Context: an optimization exercise on an open-source flow, tuned for small area, a short achievable clock period and few clock cycles per item. The choices shown serve that exercise and are no tape-out recipe. Function was checked by simulation only, so behaviour that the tests miss may differ from the original.

Setup of wip/indigo:
==> flow/design.v (excerpt) <==
module julian_day_converter (
  input  logic                         clk,
  input  logic                         rst_n,
  input  logic                         in_tvalid,
  output logic                         in_tready,
  input  logic [jdc_pkg::TDATA_W-1:0]  in_tdata,
  input  logic                         in_tuser,
  output logic                         out_tvalid,
  input  logic                         out_tready,
  output logic [jdc_pkg::TDATA_W-1:0]  out_tdata,
  output logic                         out_tuser
);
For scale: roughly 12000 µm² of cells after synthesis.
==> flow/config.mk <==
export PLATFORM = sky130hd
export DESIGN_NAME = julian_day_converter
export DESIGN_NICKNAME = julian_day_converter
export VERILOG_FILES = /design/flow/design.v
export SDC_FILE = /design/flow/constraint.sdc
export NUM_CORES = 4
export LEC_CHECK = 0
export CAP_MARGIN = 20
export CORE_MARGIN = 2
export CORE_UTILIZATION = 70
export PLACE_DENSITY = 0.8
export SETUP_SLACK_MARGIN = 1.0
export SLEW_MARGIN = 20
==> flow/constraint.sdc <==
create_clock -name core_clock -period 6.0 [get_ports {clk}]
set_input_delay 1.2000 -clock core_clock [delete_from_list [all_inputs] [get_ports {clk}]]
set_output_delay 1.2000 -clock core_clock [all_outputs]
set_load 0.01 [all_outputs]
standard.sh (not shown) runs the stock make flow with config.mk's settings and CLKGATE_MAP_FILE= SYNTH_SCRIPT=/design/flow/synth_recipe.tcl, a recipe that flattens the netlist after the stock synthesis.
==> flow/flow/run.sh <==
#!/bin/bash
# Standard layout with two changes:
# - port buffers are buf_1 instead of the flow's default pick, a slow delay
#   cell; every port still gets its buffer;
# - after the standard synthesis, flow/invopt.py chooses the output polarity
#   of each full-adder cell (a full adder is self-dual) so that fewer
#   inverters are needed between adder cells. Registers, ports and all other
#   cells are left as the standard synthesis made them.
set -euo pipefail
cp standard.sh standard_sh.txt
export BUFFER_PORTS_ARGS="-buffer_cell sky130_fd_sc_hd__buf_1"
R=orfs/results/sky130hd/julian_day_converter/base
bash standard.sh synth > standard_synth.log 2>&1
cp $R/1_2_yosys.v yosys_netlist_standard.v
python3 flow/invopt.py yosys_netlist_standard.v $R/1_2_yosys.v > invopt.log 2>&1
touch $R/1_2_yosys.v
bash standard.sh > standard.log 2>&1
Other scripts of this flow, unchanged in this note and not shown: flow/flow/invopt.py
wip/indigo closes out successfully: all stages finished, all timing, DRC and antenna checks passed.
Testbench counts of wip/indigo, summed over its fixed seeds: cycles 8,024, items 8,000.
Edits applied to the flow inputs when going from wip/indigo to wip/pepper:
Settings: PLACE_DENSITY: 0.8 -> unset; CORE_UTILIZATION: 70 -> 40; SETUP_SLACK_MARGIN: 1.0 -> 2.0.
Findings:
- Looking at post-route standard cell area excluding fillers, wip/pepper sits 1900 µm² higher than wip/indigo does.
- Maximum net fanout on the critical path, wip/indigo and wip/pepper: larger value in wip/indigo
- Sort wip/indigo and wip/pepper by share of final-layout standard cells stronger than drive strength 1 asc -> top: wip/indigo
- As far as global route total overflow goes, wip/pepper and wip/indigo are indistinguishable; the numbers are identical.
- Number of fillers in the final layout up about 150% in wip/pepper wrt wip/indigo
- Routed length on met1: wip/pepper vs wip/indigo up 22%
### wip/pepper -> wip/xenon
Settings: SETUP_SLACK_MARGIN now 1.2, was 2.0.
--- outcome ---
Compared with wip/pepper, wip/xenon shows a lower post-CTS setup repair buffer count.
Going from wip/pepper to wip/xenon, sequential share of cell area higher, overall track demand over capacity in global routing has decreased, maximum fanout along the worst path went up by 1, slew at the pin closest to its max-slew limit shrank by 86 ps.
Diff wip/pepper -> wip/xenon: via count of the routed design has decreased, average wire per standard cell went down.
The inputs of wip/umber differ from those of wip/xenon as listed below.
Settings: SETUP_SLACK_MARGIN changed from 1.2 to 1.0; CORE_UTILIZATION changed from 40 to 55.
Findings:
- Changes observed in wip/umber relative to wip/xenon: transition time at the pin with the least slew margin dropped 34 ps.
- Compared with wip/xenon, in wip/umber proportion of cell area occupied by registers went up 0.60 points, wire length reported by the detailed router moved up.
- wip/umber against wip/xenon: number of optimization iterations in the first detailed-route pass moved up, area added between synthesis and finish fell 3.4 points.
[inputs] wip/delta vs wip/umber
Settings: swapping 1.0 for 1.6 in SETUP_SLACK_MARGIN; swapping 55 for 40 in CORE_UTILIZATION.
Results
wip/delta vs wip/umber: routability congestion estimate from global placement down
Compared with wip/umber, wip/delta shows a lower final worst-path setup slack.
Final critical path time including I/O delays and setup is lower on wip/umber
Compared with wip/umber, count of plain and timing-repair buffers in wip/delta increased by more than a quarter.
Relative to wip/umber, the sum of met3 wire segment lengths after detailed routing of wip/delta is higher by 120 µm.
Combined global-route utilization of all metal layers was higher in wip/umber than in wip/delta.
From wip/umber to wip/delta the numbers moved as follows: core area moved up; total length of routed wires has increased.


## north
The RTL this note starts from:
==> flow/design.v <==
package jdc_pkg;
  localparam int YEAR_W  = 14;
  localparam int MONTH_W = 4;
  localparam int DAY_W   = 5;
  localparam int JDN_W   = 23;
  localparam int TDATA_W = 48;
  localparam logic [22:0] JDN_EPOCH = 23'd1721119;   
  localparam logic [22:0] JDN_FIRST = 23'd1721426;   
  localparam logic [22:0] JDN_LAST  = 23'd5373484;   
  localparam logic [18:0] EST_OFS = 19'd37704;
endpackage
module jdc_ctrl (
  input  logic clk,
  input  logic rst_n,
  input  logic in_tvalid,
  input  logic out_tready,
  output logic en,
  output logic vld_out
);
  logic v1_r, v2_r, v3_r;
  assign en      = ~v3_r | out_tready;
  assign vld_out = v3_r;
  always_ff @(posedge clk) begin
    if (!rst_n) begin
      v1_r <= 1'b0;
      v2_r <= 1'b0;
      v3_r <= 1'b0;
    end else if (en) begin
      v1_r <= in_tvalid;
      v2_r <= v1_r;
      v3_r <= v2_r;
    end
  end
endmodule
module jdc_fwd (
  input  logic [13:0] year,
  input  logic [3:0]  month,
  input  logic [4:0]  day,
  output logic [13:0] y_mar,
  output logic [8:0]  tday
);
  logic       early;
  logic [8:0] tmon;
  assign early = (month <= 4'd2);
  always_comb begin
    if (year == 14'd0) y_mar = early ? 14'd0 : 14'd1;
    else               y_mar = year - {13'd0, early};
  end
  always_comb begin
    case (month)
      4'd0:  tmon = 9'd275;
      4'd1:  tmon = 9'd306;
      4'd2:  tmon = 9'd337;
      4'd3:  tmon = 9'd0;
      4'd4:  tmon = 9'd31;
      4'd5:  tmon = 9'd61;
      4'd6:  tmon = 9'd92;
      4'd7:  tmon = 9'd122;
      4'd8:  tmon = 9'd153;
      4'd9:  tmon = 9'd184;
      4'd10: tmon = 9'd214;
      4'd11: tmon = 9'd245;
      4'd12: tmon = 9'd275;
      4'd13: tmon = 9'd306;
      4'd14: tmon = 9'd337;
      default: tmon = 9'd367;
    endcase
  end
  assign tday = tmon + {4'd0, day};
endmodule
import jdc_pkg::*;
module jdc_inv_est (
  input  logic [22:0] n,
  output logic [13:0] y_est,
  output logic        err
);
  logic [18:0] p;
  assign err   = (n < JDN_FIRST) || (n > JDN_LAST);
  assign p     = 19'(n[22:6]) + 19'(n[22:8]) + 19'(n[22:9]) + 19'(n[22:11])
               - 19'(n[22:14]) - 19'(n[22:17]) - EST_OFS;
  assign y_est = p[16:3];
endmodule
module jdc_inv_dec (
  input  logic [8:0]  doy,       
  input  logic        corr,      
  input  logic [13:0] y_est,
  output logic [13:0] year,
  output logic [3:0]  month,
  output logic [4:0]  day
);
  logic [3:0] m;
  logic [8:0] start;
  logic       jf;
  always_comb begin
    if      (doy >= 9'd337) begin m = 4'd11; start = 9'd337; end
    else if (doy >= 9'd306) begin m = 4'd10; start = 9'd306; end
    else if (doy >= 9'd275) begin m = 4'd9;  start = 9'd275; end
    else if (doy >= 9'd245) begin m = 4'd8;  start = 9'd245; end
    else if (doy >= 9'd214) begin m = 4'd7;  start = 9'd214; end
    else if (doy >= 9'd184) begin m = 4'd6;  start = 9'd184; end
    else if (doy >= 9'd153) begin m = 4'd5;  start = 9'd153; end
    else if (doy >= 9'd122) begin m = 4'd4;  start = 9'd122; end
    else if (doy >= 9'd92)  begin m = 4'd3;  start = 9'd92;  end
    else if (doy >= 9'd61)  begin m = 4'd2;  start = 9'd61;  end
    else if (doy >= 9'd31)  begin m = 4'd1;  start = 9'd31;  end
    else                    begin m = 4'd0;  start = 9'd0;   end
  end
  assign jf    = (m >= 4'd10);
  assign month = jf ? (m - 4'd9) : (m + 4'd3);
  assign day   = 5'(doy[4:0] - start[4:0] + 5'd1);
  assign year  = y_est + {12'd0, corr & jf, corr ^ jf};
endmodule
import jdc_pkg::*;
module julian_day_converter (
  input  logic                         clk,
  input  logic                         rst_n,
  input  logic                         in_tvalid,
  output logic                         in_tready,
  input  logic [jdc_pkg::TDATA_W-1:0]  in_tdata,
  input  logic                         in_tuser,
  output logic                         out_tvalid,
  input  logic                         out_tready,
  output logic [jdc_pkg::TDATA_W-1:0]  out_tdata,
  output logic                         out_tuser
);
  logic        en;
  logic [13:0] y_mar, y_est;
  logic [8:0]  tday;
  logic        err0;
  logic [13:0] x1_r;      
  logic [9:0]  z1_r;      
  logic        op1_r, err1_r;
  logic [11:0] q;
  logic [15:0] cprod;
  logic [7:0]  cent;
  logic        r99, leap;
  logic [22:0] p;
  logic [9:0]  p2_r;      
  logic [13:0] w2_r;      
  logic [7:0]  c2_r;
  logic        leap2_r, op2_r, err2_r;
  logic [22:0] g;
  logic [9:0]  doy_c;
  logic        corr;
  logic [8:0]  doy;
  logic [13:0] w3_r;      
  logic [9:0]  d3_r;      
  logic        op3_r, err3_r;
  logic [13:0] year_d;
  logic [3:0]  month_d;
  logic [4:0]  day_d;
  jdc_ctrl u_ctrl (
    .clk        (clk),
    .rst_n      (rst_n),
    .in_tvalid  (in_tvalid),
    .out_tready (out_tready),
    .en         (en),
    .vld_out    (out_tvalid)
  );
  jdc_fwd u_fwd (
    .year  (in_tdata[13:0]),
    .month (in_tdata[17:14]),
    .day   (in_tdata[22:18]),
    .y_mar (y_mar),
    .tday  (tday)
  );
  jdc_inv_est u_est (
    .n     (in_tdata[45:23]),
    .y_est (y_est),
    .err   (err0)
  );
  assign in_tready = en;
  always_ff @(posedge clk) begin
    if (en) begin
      x1_r   <= in_tuser ? y_est : y_mar;
      z1_r   <= in_tuser ? ~in_tdata[32:23] : {1'b0, tday};
      op1_r  <= in_tuser;
      err1_r <= in_tuser & err0;
    end
  end
  assign q     = x1_r[13:2];
  assign cprod = ({1'b0, q, 3'd0}) + ({3'd0, q, 1'b0}) + {6'd0, q[11:2]} - {11'd0, q[11:7]};
  assign cent  = cprod[15:8];
  assign r99   = (x1_r[1:0] == 2'b11) && (cprod[7:0] >= 8'd246);
  assign leap  = (x1_r[1:0] == 2'b11) && (!r99 || (cent[1:0] == 2'b11));
  assign p = ({9'd0, x1_r} << 8) + ({9'd0, x1_r} << 6) + ({9'd0, x1_r} << 5)
           + ({9'd0, x1_r} << 3) + ({9'd0, x1_r} << 2) + {9'd0, x1_r}
           + {11'd0, x1_r[13:2]} + {13'd0, z1_r} + JDN_EPOCH + {22'd0, op1_r};
  always_ff @(posedge clk) begin
    if (en) begin
      p2_r    <= p[9:0];
      w2_r    <= op1_r ? x1_r : {1'b0, p[22:10]};
      c2_r    <= cent;
      leap2_r <= leap;
      op2_r   <= op1_r;
      err2_r  <= err1_r;
    end
  end
  assign g     = {w2_r[12:0], p2_r} - {15'd0, c2_r} + {17'd0, c2_r[7:2]};
  assign doy_c = ~g[9:0];
  assign corr  = leap2_r ? (doy_c >= 10'd366) : (doy_c >= 10'd365);
  assign doy   = corr ? 9'(doy_c - (leap2_r ? 10'd366 : 10'd365)) : doy_c[8:0];
  always_ff @(posedge clk) begin
    if (en) begin
      w3_r   <= op2_r ? w2_r : {1'b0, g[22:10]};
      d3_r   <= op2_r ? {corr, doy} : g[9:0];
      op3_r  <= op2_r;
      err3_r <= err2_r;
    end
  end
  jdc_inv_dec u_dec (
    .doy   (d3_r[8:0]),
    .corr  (d3_r[9]),
    .y_est (w3_r),
    .year  (year_d),
    .month (month_d),
    .day   (day_d)
  );
  always_comb begin
    out_tdata = '0;
    out_tuser = 1'b0;
    if (!op3_r) begin
      out_tdata[22:0] = {w3_r[12:0], d3_r};
    end else if (err3_r) begin
      out_tuser = 1'b1;
    end else begin
      out_tdata[36:23] = year_d;
      out_tdata[40:37] = month_d;
      out_tdata[45:41] = day_d;
    end
  end
endmodule
export LEC_CHECK = 0
export CAP_MARGIN = 20
export CORE_MARGIN = 2
export CORE_UTILIZATION = 40
export SLEW_MARGIN = 20
create_clock -name core_clock -period 6.0 [get_ports {clk}]
==> flow/flow/run.sh <==
#!/bin/bash
# Standard layout, with the port buffers made of buf_4 instead of the flow's
# default pick, which is a slow delay cell. Every port still gets a buffer.
set -e
cp standard.sh standard_sh.txt
export BUFFER_PORTS_ARGS="-buffer_cell sky130_fd_sc_hd__buf_4"
bash standard.sh > standard.log 2>&1
Testbench counts of north, summed over its fixed seeds: cycles 8,024, items 8,000.
> inputs changed (north -> south)
==> flow/flow/run.sh <==
#!/bin/bash
# Standard layout, with the port buffers made of buf_2 instead of the flow's
# default pick, which is a slow delay cell. Every port still gets a buffer.
set -e
cp standard.sh standard_sh.txt
export BUFFER_PORTS_ARGS="-buffer_cell sky130_fd_sc_hd__buf_2"
bash standard.sh > standard.log 2>&1
### Flow results
For the share of cell area taken by flip-flops and latches, south came in 0.35 points higher than north did.
On south: routed wire length is 2.7% lower than what north gave.
Relative to north, setup slack has gone down in south.
south reports a lower routed length per instance than north does.
[diff] achievable clock frequency, south relative to north: regression
Relative to north, worst setup timing slack at the placement stage has decreased by 0.074 ns in south.
Re global-route track usage on met2: south and north aren't equal, and the lower value belongs to south.
Relative to north, met1 capacity usage during global routing has decreased by 0.84 points in south.
Here is what was changed in the inputs of east compared with south.
Settings: swapping 40 for 60 in CORE_UTILIZATION.
==> flow/flow/run.sh <==
#!/bin/bash
# Standard layout, with the port buffers made of buf_1 instead of the flow's
# default pick, which is a slow delay cell. Every port still gets a buffer.
set -e
cp standard.sh standard_sh.txt
export BUFFER_PORTS_ARGS="-buffer_cell sky130_fd_sc_hd__buf_1"
bash standard.sh > standard.log 2>&1
==> comparison <==
east against south: routed metal-1 wire length now sits higher; global-route usage now sits higher; worst-case setup slack after placement now sits at about the same level. Summary of east over south: number of nets with antenna violations after detailed routing held; non-filler instance count after layout went down about 6%. east gives more flip-flop and latch share of the layout cell area than south did. Total non-filler cell area in the finished layout came out lower on east than on south. Routing usage on met1 was higher in east than in south. Routed wire length: south vs east, no meaningful difference.


Starts from the design.v that is shown in full above.
clock: 6.0 ns
lec_check: 0
cap_margin: 20
core_margin: 2
core_utilization: 40
slew_margin: 20
run.sh (not shown) runs the stock make flow with config.mk's settings and CLKGATE_MAP_FILE= SYNTH_SCRIPT=/design/flow/synth_recipe.tcl, a recipe that flattens the netlist after the stock synthesis.
Stock flow here: none of the scripts above is used.
The first run completed without violations.
Testbench counts at the start, summed over its fixed seeds: cycles 8,024, items 8,000.
Edit:
==> flow/flow/run.sh (new file) <==
#!/bin/bash
# Standard layout, with the port buffers made of buf_1 instead of the flow's
# default pick, which is a slow delay cell. Every port still gets a buffer.
set -e
cp standard.sh standard_sh.txt
export BUFFER_PORTS_ARGS="-buffer_cell sky130_fd_sc_hd__buf_1"
bash standard.sh > standard.log 2>&1
==> flow/standard.sh (new file) <==
#!/bin/bash
# synth_recipe.tcl (not shown) runs the flow's synth.tcl, then flattens the netlist and writes it again
# the make line also repeats each setting of config.mk as NAME=value (left out here)
make -C /OpenROAD-flow-scripts/flow DESIGN_CONFIG=/design/flow/config.mk WORK_HOME=/design/flow/orfs CLKGATE_MAP_FILE= SYNTH_SCRIPT=/design/flow/synth_recipe.tcl "${@:-finish}"
- CORE_UTILIZATION: 40 -> 60
- PLACE_DENSITY: not set -> 0.8
removed: flow/run.sh
What happened:
- The changed run went through all stages and came out clean
- die area came out lower by a quarter to a third
- count of clock-buffer cells in the layout came out lower by 1
- wire length came out lower slightly
- worst setup slack is better by 0.19 ns
- final area came out lower by a few percent
- synthesized area is unchanged
- via count came out higher by a few percent
Edit:
- CORE_UTILIZATION: 60 -> 40
- PLACE_DENSITY: 0.8 -> not set
=> The new run finished with timing, DRC and antenna clean; area after synthesis does not change; clock skew came out higher by 0.010 ns; fmax came out higher by 0.95%; global-route usage came out lower by 8.8 points; design area came out higher by 1.3%; wire length came out lower by 1.0%; sequential share of layout area came out lower by 0.24 points.

[separate check: timing with driven ports]
In the flow no input, the clock included, has a driving cell. The finished layouts below were timed again as built, in two steps.
Step 1 (the two cells are an assumption about what drives the block):
set clk [get_ports {clk}]
set_driving_cell -lib_cell sky130_fd_sc_hd__clkbuf_16 $clk
set_driving_cell -lib_cell sky130_fd_sc_hd__buf_2 [delete_from_list [all_inputs] $clk]
Step 2 moves the port delays by t, midway between the first and last clock arrival at a register: inputs arrive t later, outputs are due t later. That takes back most of the time a late clock gives input paths.
Slacks: ideal / step 1 / step 2; pairs: ideal / step 1.
run | t (ns) | setup WS [ns] | slew at the worst register clock pin (ns) | worst slew at a driven data input, ns
wip/indigo | 0.393 | 1.126 / 1.149 / 0.757 | 0.07 / 0.07 | 0.05
wip/pepper | 0.403 | 1.152 / 1.165 / 0.761 | 0.07 / 0.07 | 0.05
wip/xenon | 0.393 | 1.212 / 1.230 / 0.837 | 0.07 / 0.07 | 0.05
wip/umber | 0.400 | 1.170 / 1.198 / 0.798 | 0.08 / 0.08 | 0.04
wip/delta | 0.396 | 1.156 / 1.165 / 0.770 | 0.07 / 0.07 | 0.05
north | 0.389 | 0.475 / 0.497 / 0.108 | 0.07 / 0.07 | 0.04
south | 0.389 | 0.403 / 0.429 / 0.040 | 0.06 / 0.06 | 0.03
east | 0.399 | 0.418 / 0.439 / 0.040 | 0.08 / 0.08 | 0.04
the first run of note 3 | 0.395 | 0.206 / 0.228 / -0.167 | 0.07 / 0.07 | 0.03
the second run of note 3 | 0.395 | 0.400 / 0.421 / 0.026 | 0.07 / 0.07 | 0.03
the third run of note 3 | 0.386 | 0.453 / 0.477 / 0.091 | 0.08 / 0.08 | 0.03
Met with ideal ports but missed after step 2: setup timing in the first run of note 3. The setup slack of wip/pepper, which loses most, moves by +0.013 ns with the drivers and by -0.391 ns with both steps.
